From an optimization exercise on the open Yosys and OpenROAD flow, aimed at small area, a short achievable clock period and few clock cycles; shortcuts taken in it are not production practice.
The RTL was checked by simulation tests, not by an equivalence proof against the original design.

===== flow/config.mk =====
export PLATFORM = sky130hd
export DESIGN_NAME = ppu_quire_acc
export DESIGN_NICKNAME = ppu_quire_acc
export VERILOG_FILES = /design/flow/design.v
export SDC_FILE = /design/flow/constraint.sdc
export NUM_CORES = 4
export LEC_CHECK = 0
export CAP_MARGIN = 20
export CORE_MARGIN = 2
export CORE_UTILIZATION = 50
export PLACE_DENSITY = 0.6
export SLEW_MARGIN = 20

===== flow/constraint.sdc =====
create_clock -name core_clock -period 12.0 [get_ports {clk_i}]
set_input_delay 2.4000 -clock core_clock [delete_from_list [all_inputs] [get_ports {clk_i}]]
set_output_delay 2.4000 -clock core_clock [all_outputs]
set_load 0.01 [all_outputs]

===== flow/design.v =====
package ppu_pkg;
   localparam int N              = 16;
   localparam int ES             = 1;
   localparam int MS             = N - 2;
   localparam int TE_BITS        = $clog2(N) + ES + 2;
   localparam int FRAC_FULL_SIZE = 3 * N - 8;
   localparam int QW             = 16 * N;
   localparam int QF             = QW / 2;
endpackage
module quire_normalize (
   input  logic [255:0] quire,
   input  logic         sticky,
   output logic [48:0]  meta,
   output logic         zero
);
   localparam int ZW = 295;             
   logic               s;
   logic [ZW-1:0]      z;
   logic [7:0]         lz;
   logic               lownz;
   logic [40:0]        fsum;
   logic signed [9:0]  te_w;
   logic               qzero;
   logic [ZW-1:0]      c8;
   logic [167:0]       c7;
   logic [103:0]       c6;
   logic [71:0]        c5;
   logic [55:0]        c4;
   logic [47:0]        c3;
   logic [43:0]        c2;
   logic [41:0]        c1;
   logic [40:0]        c0;
   logic [7:0]         drop;
   always_comb begin
      s  = quire[255];
      z  = {quire[254:0] ^ {255{s}}, {40{s}}};
      c8 = z;
      lz[7]   = ~|c8[ZW-1 -: 128];
      c7      = lz[7] ? {c8[ZW-129 -: 167], s} : c8[ZW-1 -: 168];
      drop[7] = lz[7] ? 1'b0 : |(c8[ZW-169:0] ^ {(ZW-168){s}});
      lz[6]   = ~|c7[167 -: 64];
      c6      = lz[6] ? c7[103:0] : c7[167 -: 104];
      drop[6] = lz[6] ? 1'b0 : |(c7[63:0] ^ {64{s}});
      lz[5]   = ~|c6[103 -: 32];
      c5      = lz[5] ? c6[71:0] : c6[103 -: 72];
      drop[5] = lz[5] ? 1'b0 : |(c6[31:0] ^ {32{s}});
      lz[4]   = ~|c5[71 -: 16];
      c4      = lz[4] ? c5[55:0] : c5[71 -: 56];
      drop[4] = lz[4] ? 1'b0 : |(c5[15:0] ^ {16{s}});
      lz[3]   = ~|c4[55 -: 8];
      c3      = lz[3] ? c4[47:0] : c4[55 -: 48];
      drop[3] = lz[3] ? 1'b0 : |(c4[7:0] ^ {8{s}});
      lz[2]   = ~|c3[47 -: 4];
      c2      = lz[2] ? c3[43:0] : c3[47 -: 44];
      drop[2] = lz[2] ? 1'b0 : |(c3[3:0] ^ {4{s}});
      lz[1]   = ~|c2[43 -: 2];
      c1      = lz[1] ? c2[41:0] : c2[43 -: 42];
      drop[1] = lz[1] ? 1'b0 : |(c2[1:0] ^ {2{s}});
      lz[0]   = ~c1[41];
      c0      = lz[0] ? c1[40:0] : c1[41 -: 41];
      drop[0] = lz[0] ? 1'b0 : (c1[0] ^ s);
      lownz = |drop;
      qzero = ~s & ~c0[40];
      fsum  = {1'b0, c0[39:0]} + {40'b0, s & ~lownz};
      te_w  = 10'sd126 - $signed({2'b00, lz}) + $signed({9'b0, fsum[40]});
      meta = '0;
      zero = 1'b0;
      if (qzero) begin
         zero = ~sticky;
         if (sticky) begin
            meta[47:41] = 7'h40;
            meta[0]     = 1'b1;
         end
      end else begin
         meta[48]   = s;
         meta[40:1] = fsum[39:0];
         meta[0]    = lownz | sticky;
         if (te_w > 10'sd63) begin
            meta[47:41] = 7'h3F;
            meta[0]     = 1'b1;
         end else if (te_w < -10'sd64) begin
            meta[47:41] = 7'h40;
            meta[0]     = 1'b1;
         end else begin
            meta[47:41] = te_w[6:0];
         end
      end
   end
endmodule
module ppu_quire_acc (
   input  logic        clk_i,
   input  logic        rst_i,
   input  logic        in_valid_i,
   output logic        in_ready_o,
   input  logic [21:0] in_a_i,
   input  logic [21:0] in_b_i,
   input  logic        in_a_special_i,
   input  logic        in_b_special_i,
   input  logic        in_last_i,
   output logic        out_valid_o,
   input  logic        out_ready_i,
   output logic [48:0] out_meta_o,
   output logic        out_nar_o,
   output logic        out_zero_o
);
   localparam int W  = 32;
   localparam int NC = 8;
   typedef enum logic [1:0] {IDLE, ACC, RES, NRM} st_e;
   logic       fire, last_fire, norm_fire, out_free;
   logic [1:0] pend, pend_nx;
   logic       out_valid_nx;
   st_e        st, st_nx;
   assign fire      = in_valid_i & in_ready_o;
   assign last_fire = fire & in_last_i;
   logic        r0_valid;
   logic [21:0] r0_a, r0_b;
   logic        r0_asp, r0_bsp, r0_last;
   always_ff @(posedge clk_i or posedge rst_i)
      if (rst_i) r0_valid <= 1'b0;
      else       r0_valid <= fire;
   always_ff @(posedge clk_i) begin
      r0_a    <= in_a_i;
      r0_b    <= in_b_i;
      r0_asp  <= in_a_special_i;
      r0_bsp  <= in_b_special_i;
      r0_last <= in_last_i;
   end
   logic              r1_valid;
   logic [27:0]       r1_p;
   logic signed [8:0] r1_k;
   logic              r1_neg, r1_add, r1_nar, r1_last;
   always_ff @(posedge clk_i or posedge rst_i)
      if (rst_i) r1_valid <= 1'b0;
      else       r1_valid <= r0_valid;
   always_ff @(posedge clk_i) begin
      r1_p    <= 28'(r0_a[13:0]) * 28'(r0_b[13:0]);
      r1_k    <= 9'($signed(r0_a[20:14])) + 9'($signed(r0_b[20:14])) + 9'sd102;
      r1_neg  <= r0_a[21] ^ r0_b[21];
      r1_nar  <= (r0_asp & r0_a[21]) | (r0_bsp & r0_b[21]);
      r1_add  <= ~r0_asp & ~r0_bsp;
      r1_last <= r0_last;
   end
   logic              r2_valid;
   logic [63:0]       r2_win;
   logic signed [3:0] r2_c;
   logic              r2_add, r2_cin, r2_drop, r2_nar, r2_last;
   logic signed [28:0] pn;
   logic [63:0]        win;
   logic               dropped;
   always_comb begin
      pn      = r1_neg ? -$signed({1'b0, r1_p}) : $signed({1'b0, r1_p});
      win     = 64'($signed(pn)) << r1_k[4:0];
      dropped = (r1_k[8:5] == 4'hF) && (win[31:0] != '0);
   end
   always_ff @(posedge clk_i or posedge rst_i)
      if (rst_i) r2_valid <= 1'b0;
      else       r2_valid <= r1_valid;
   always_ff @(posedge clk_i) begin
      r2_win  <= win;
      r2_c    <= $signed(r1_k[8:5]);
      r2_add  <= r1_add & ~r1_nar;
      r2_cin  <= r1_neg & dropped & r1_add & ~r1_nar;
      r2_drop <= dropped;
      r2_nar  <= r1_nar;
      r2_last <= r1_last;
   end
   logic [W-1:0]  x  [NC];
   logic [NC-2:0] cr;
   logic          nar_acc, sticky_acc;
   logic          clr, add3, res;
   logic [W-1:0]  a   [NC];
   logic          cin [NC];
   logic [W:0]    sum [NC];
   logic [NC:0]   kk;
   logic [NC-1:0] gg, pp;
   logic [W-1:0]  xin [NC];
   logic [NC-1:0] crin;
   assign out_free  = ~out_valid_o;
   assign norm_fire = (st == NRM) & out_free;
   assign clr       = (st == IDLE) | norm_fire;
   assign res       = (st == RES);
   assign add3      = r2_valid & r2_add;
   always_comb begin
      for (int i = 0; i < NC; i++) begin
         crin[i] = (i == 0) ? 1'b0 : cr[i-1];
         xin[i]  = clr ? '0 : x[i];
      end
      kk[0] = 1'b0;
      for (int i = 0; i < NC; i++) begin
         gg[i]   = (&x[i]) & crin[i];
         pp[i]   = (&x[i][W-1:1]) & (x[i][0] ^ crin[i]);
         kk[i+1] = gg[i] | (pp[i] & kk[i]);
      end
      for (int i = 0; i < NC; i++) begin
         if (res) begin
            a[i]   = {{(W-2){1'b0}}, crin[i] & kk[i], 1'b0};
            cin[i] = crin[i] ^ kk[i];
         end else begin
            if (add3 && r2_c == 4'(i))
               a[i] = r2_win[W-1:0];
            else if (add3 && r2_c == 4'(i - 1))
               a[i] = r2_win[2*W-1:W];
            else if (add3 && r2_c < $signed(4'(i - 1)))
               a[i] = {W{r2_win[63]}};
            else
               a[i] = '0;
            cin[i] = (i == 0) ? (r2_valid & r2_cin) : crin[i];
         end
         sum[i] = {1'b0, xin[i]} + {1'b0, a[i]} + (W+1)'(cin[i]);
      end
   end
   always_ff @(posedge clk_i) begin
      for (int i = 0; i < NC; i++) x[i] <= sum[i][W-1:0];
      for (int i = 0; i < NC - 1; i++) cr[i] <= sum[i][W] & ~res;
      nar_acc    <= (nar_acc & ~clr) | (r2_valid & r2_nar);
      sticky_acc <= (sticky_acc & ~clr) | (r2_valid & r2_add & r2_drop);
   end
   always_comb begin
      st_nx = st;
      case (st)
         IDLE, ACC: if (r2_valid) st_nx = r2_last ? RES : ACC;
         RES:       st_nx = NRM;
         NRM:       if (out_free) st_nx = r2_valid ? (r2_last ? RES : ACC) : IDLE;
         default:   st_nx = IDLE;
      endcase
   end
   always_ff @(posedge clk_i or posedge rst_i)
      if (rst_i) st <= IDLE;
      else       st <= st_nx;
   logic [48:0] norm_meta;
   logic        norm_zero;
   logic [48:0] out_meta_r;
   logic        out_nar_r, out_zero_r;
   quire_normalize u_norm (
      .quire  ({x[7], x[6], x[5], x[4], x[3], x[2], x[1], x[0]}),
      .sticky (sticky_acc),
      .meta   (norm_meta),
      .zero   (norm_zero)
   );
   always_ff @(posedge clk_i) begin
      if (norm_fire) begin
         out_meta_r <= nar_acc ? '0 : norm_meta;
         out_nar_r  <= nar_acc;
         out_zero_r <= ~nar_acc & norm_zero;
      end
   end
   always_comb begin
      pend_nx      = pend + 2'(last_fire) - 2'(norm_fire);
      out_valid_nx = norm_fire | (out_valid_o & ~out_ready_i);
   end
   always_ff @(posedge clk_i or posedge rst_i) begin
      if (rst_i) begin
         pend        <= '0;
         out_valid_o <= 1'b0;
         in_ready_o  <= 1'b1;
      end else begin
         pend        <= pend_nx;
         out_valid_o <= out_valid_nx;
         in_ready_o  <= ~last_fire & (pend_nx < 2'd2) & ~((pend_nx != 2'd0) & out_valid_nx);
      end
   end
   assign out_meta_o = out_meta_r;
   assign out_nar_o  = out_nar_r;
   assign out_zero_o = out_zero_r;
endmodule

===== flow/run.sh =====
#!/bin/bash
# synth_recipe.tcl (not shown) runs the flow's synth.tcl, then flattens the netlist and writes it again
# the make line also repeats each setting of config.mk as NAME=value (left out here)
make -C /OpenROAD-flow-scripts/flow DESIGN_CONFIG=/design/flow/config.mk WORK_HOME=/design/flow/orfs CLKGATE_MAP_FILE= SYNTH_SCRIPT=/design/flow/synth_recipe.tcl finish

==> summary.txt <==
outcome: complete, no violations
GR Util met1: 58.8%
post-route antenna net violation count: 0
vias post-DR: 57,100
achievable frequency: 0.0870 GHz
CP max-delay cell: a221oi_1
max incr delay on CP: 0.80 ns
DRC errors left: 0
maxcap violations: 0
number of global-route vias before repair: 52,000
most frequent cells in the layout: 792 x nand2_1, 591 x nor2_1, 493 x o21ai_0
minimum clock period after layout: 11.49 ns
Starting Density: 50.3%
Unique masters post-synth: 120
Final Setup Violations: 0
H-tree depth: 2
first-pass GRT wire length: 365,000 um
Std-Cell Rows: 118
DP Wirelength: 194,000 um
TritonCTS clock tree: done
period utilization: 95.7%
Crit Path Max Fanout: 43
Root Buffer: clkbuf_16
cts bufs inserted: 57
antenna violations before repair: 30
GP Congestion: 1.15
Setup crit start kind: flop
drt initial violations: 8,462
Max Slew Vio Count: 0
Chip Height: 326 um
final core area utilization: 54.7%
WP data arrival: 11.93 ns
Clock Latency Late Sink: 0.74 ns
Filler Cell Count: 9,776
first-pass detailed-route iteration total: 7
Worst EP required: 12.44 ns
RSZ-0062 raised after global routing: false
placed cell area: 54,400 sq um
EDFF count, synth: 51
post-synthesis cell count: 6,947
GR peak layer: met2
hold-fix buffer count after cts: 0
Nets: 7,412
Ports: 104
final instance area: 56,500 sq um
M2 GR Usage: 65.4%
ys async rst share: 1.87%
CTS Buffer Depth: 3
met3 Resource Use GR: 19.4%
post-route setup TNS: 0 ns
GR Overflow Total: 0
width of the die: 326 um
Post-Synthesis Cell Area: 51,900 sq um
clock transition at the registers of the reported paths: 0.06 ns
Setup Skew: 0.0423 ns
Hold Violations, Final: 0
Top FF cell, synth: dfxtp_1
CTS sink cnt: 482
Layout area overhead: 8.76%
crit end category: flop
detail-routed net length per standard cell: 31.0 um
leading cell type in the layout, fill and taps excluded: nand2_1
I/O Buffers: 103
routed vias/inst: 6.88
synth warn: 7
WS Path Type: flop to flop
total core area: 103,000 sq um
Seq/Total Area, Yosys: 19.7%
slew at the pin closest to its max-slew limit: 1.39 ns
largest net degree at the start of global routing: 97
Detailed Route WL: 257,000 um
Mapped Nets: 7,522
Worst slew margin: 7.14%
fraction of layout cells with a size suffix above 1: 6.63%
synthesized flop and latch total: 482
post-cts sizing count: 0
postcts setup bufs: 0
Die Footprint: 106,000 sq um
GRT Total Usage: 46.6%
Hold Path Class: flop to flop
Post-Syn Area per Cell: 7.47 sq um
==> Yosys cell counts (24+ instances only) <==
master / number / area share (%)
nand2_1: 794 / 5.7
nor2_1: 593 / 4.3
o21ai_0: 493 / 4.8
a21oi_1: 448 / 4.3
dfxtp_1: 422 / 16
ha_1: 366 / 8.8
and2_1: 353 / 4.3
inv_1: 331 / 2.4
clkbuf_1: 302 / 2.2
xnor2_1: 258 / 4.4
nand3_1: 212 / 2.0
nor3_1: 212 / 2.0
mux2i_1: 198 / 3.8
fa_1: 158 / 6.1
nand4_1: 115 / 1.4
nor4_1: 102 / 1.2
buf_2: 88 / 0.85
xor2_1: 83 / 1.4
a31oi_1: 67 / 0.81
and3_1: 65 / 0.78
o21a_1: 63 / 0.91
or4_1: 62 / 0.90
o22ai_1: 61 / 0.73
a21o_1: 55 / 0.80
or3_1: 55 / 0.66
a211oi_1: 52 / 0.75
edfxtp_1: 51 / 2.9
o41ai_1: 48 / 0.81
buf_1: 47 / 0.34
nor2b_1: 45 / 0.54
a21boi_0: 42 / 0.61
o211ai_1: 39 / 0.56
mux2_2: 38 / 0.82
nand2b_1: 38 / 0.46
or2_2: 38 / 0.46
o21bai_1: 37 / 0.53
a41oi_1: 32 / 0.54
o2111ai_1: 30 / 0.51
o31ai_1: 24 / 0.35
==> layout make-up <==
| cell class | instances | area (sq um) | share of cell area (%) |
|---|---|---|---|
| clock buffers | 75 | 1640 | 2.90 |
| repair buffers | 302 | 2610 | 4.62 |
| well taps | 1380 | 1730 | 3.06 |
| clock inverters | 30 | 367 | 0.649 |
| inverters | 336 | 1260 | 2.23 |
| flip-flops and latches | 482 | 10200 | 18.1 |
| multi-input cells | 5658 | 38600 | 68.3 |
| diodes | 35 | 87.6 | 0.155 |
==> flip-flops by register name, indices dropped and copies added, names as in the netlist, 2 cells and up <==
signal / flops
r0_b: 22
r0_a: 22
cr: 7
x: 256
st: 2
r2_c: 4
out_meta_r: 49
r1_p: 28
r1_k: 9
r2_win: 60
pend: 2
==> stage by stage <==
step                      hold WS [ns]  worst slack (ns)  std cells
final                            0.327             0.511       8298
after CTS                        0.326             0.971       8263
after global routing             0.347             0.143       8264
after global placement           0.312              1.14       8157
after floorplan                  0.310              2.70       6947
after detailed placement         0.318              1.02       8158
==> metal layers <==
| metal | part of all wire, % | vias up | wire length (um) |
|---|---|---|---|
| li1 | - | 24800 | - |
| met1 | 38 | 27200 | 98400 |
| met2 | 40 | 3992 | 102000 |
| met3 | 14 | 1052 | 37100 |
| met4 | 7.5 | 22 | 19300 |
| met5 | 0.093 | - | 239 |
==> worst max-delay path: cells and delay by family (launching register included) <==
kind,cells,cell delay [ns]
AO/OA/AOI/OAI,14,4.82
AND/OR/NAND/NOR,13,3.27
buffers and inverters,5,1.26
adder cells (fa/ha/maj),4,0.88
flip-flops,1,0.51
multiplexers,1,0.28
XOR/XNOR,1,0.09
==> path summary, 6_finish.rpt <==
check                      cells after the start     start  slack (ns)             end
max in group asynchronous                      2     rst_i        9.75      in_ready_o
min                                            0   r1_last        0.33         r2_last
max reg2reg                                   38  x[7][31]        0.51  out_meta_r[44]
max                                           38  x[7][31]        0.51  out_meta_r[44]
min in group asynchronous                      2     rst_i        1.95           st[1]
min reg2reg                                    0   r1_last        0.33         r2_last
==> cells by family (layout without fill, tap and decap cells) <==
kind of cell / after synthesis / after routing / share of synthesized area (%)
and+or+nand+nor: 2753 / 2753 / 26.0
AOI/OAI and AO/OA: 1796 / 1796 / 22.5
buffers and inverters: 807 / 743 / 6.33
adders and majority gates: 526 / 526 / 14.9
DFF: 482 / 482 / 19.7
xor gates and xnor gates: 341 / 341 / 5.75
muxes: 242 / 242 / 4.79
other: 0 / 35 / 0
Testbench counts, summed over its fixed seeds: cycles 7,045.

[afterwards: timing with drivers on the ports]
The flow's constraints put no driver on any port. The routed layout listed below was extracted and timed again, unchanged, in two steps.
Step 1 sets driving cells, clkbuf_16 on the clock port and buf_2 on the other inputs (assumed; they add their load-dependent delay and slew).
Step 2, shift: input delay + t, output delay - t, t = (earliest + latest rising clock arrival at the registers) / 2. This alone moves slack from input paths to output paths.
Three values: ideal, step 1, step 2; two values: the first two.
t, ns: 0.792
setup WS [ns]: 0.511 / 0.511 / 0.511
hold WS [ns]: 0.327 / 0.327 / 0.327
pins driven straight from the clock port: 1
After both steps setup and hold are still met in this run. The setup slack of this run moves by 0.000 ns with the drivers and by 0.000 ns with both steps.
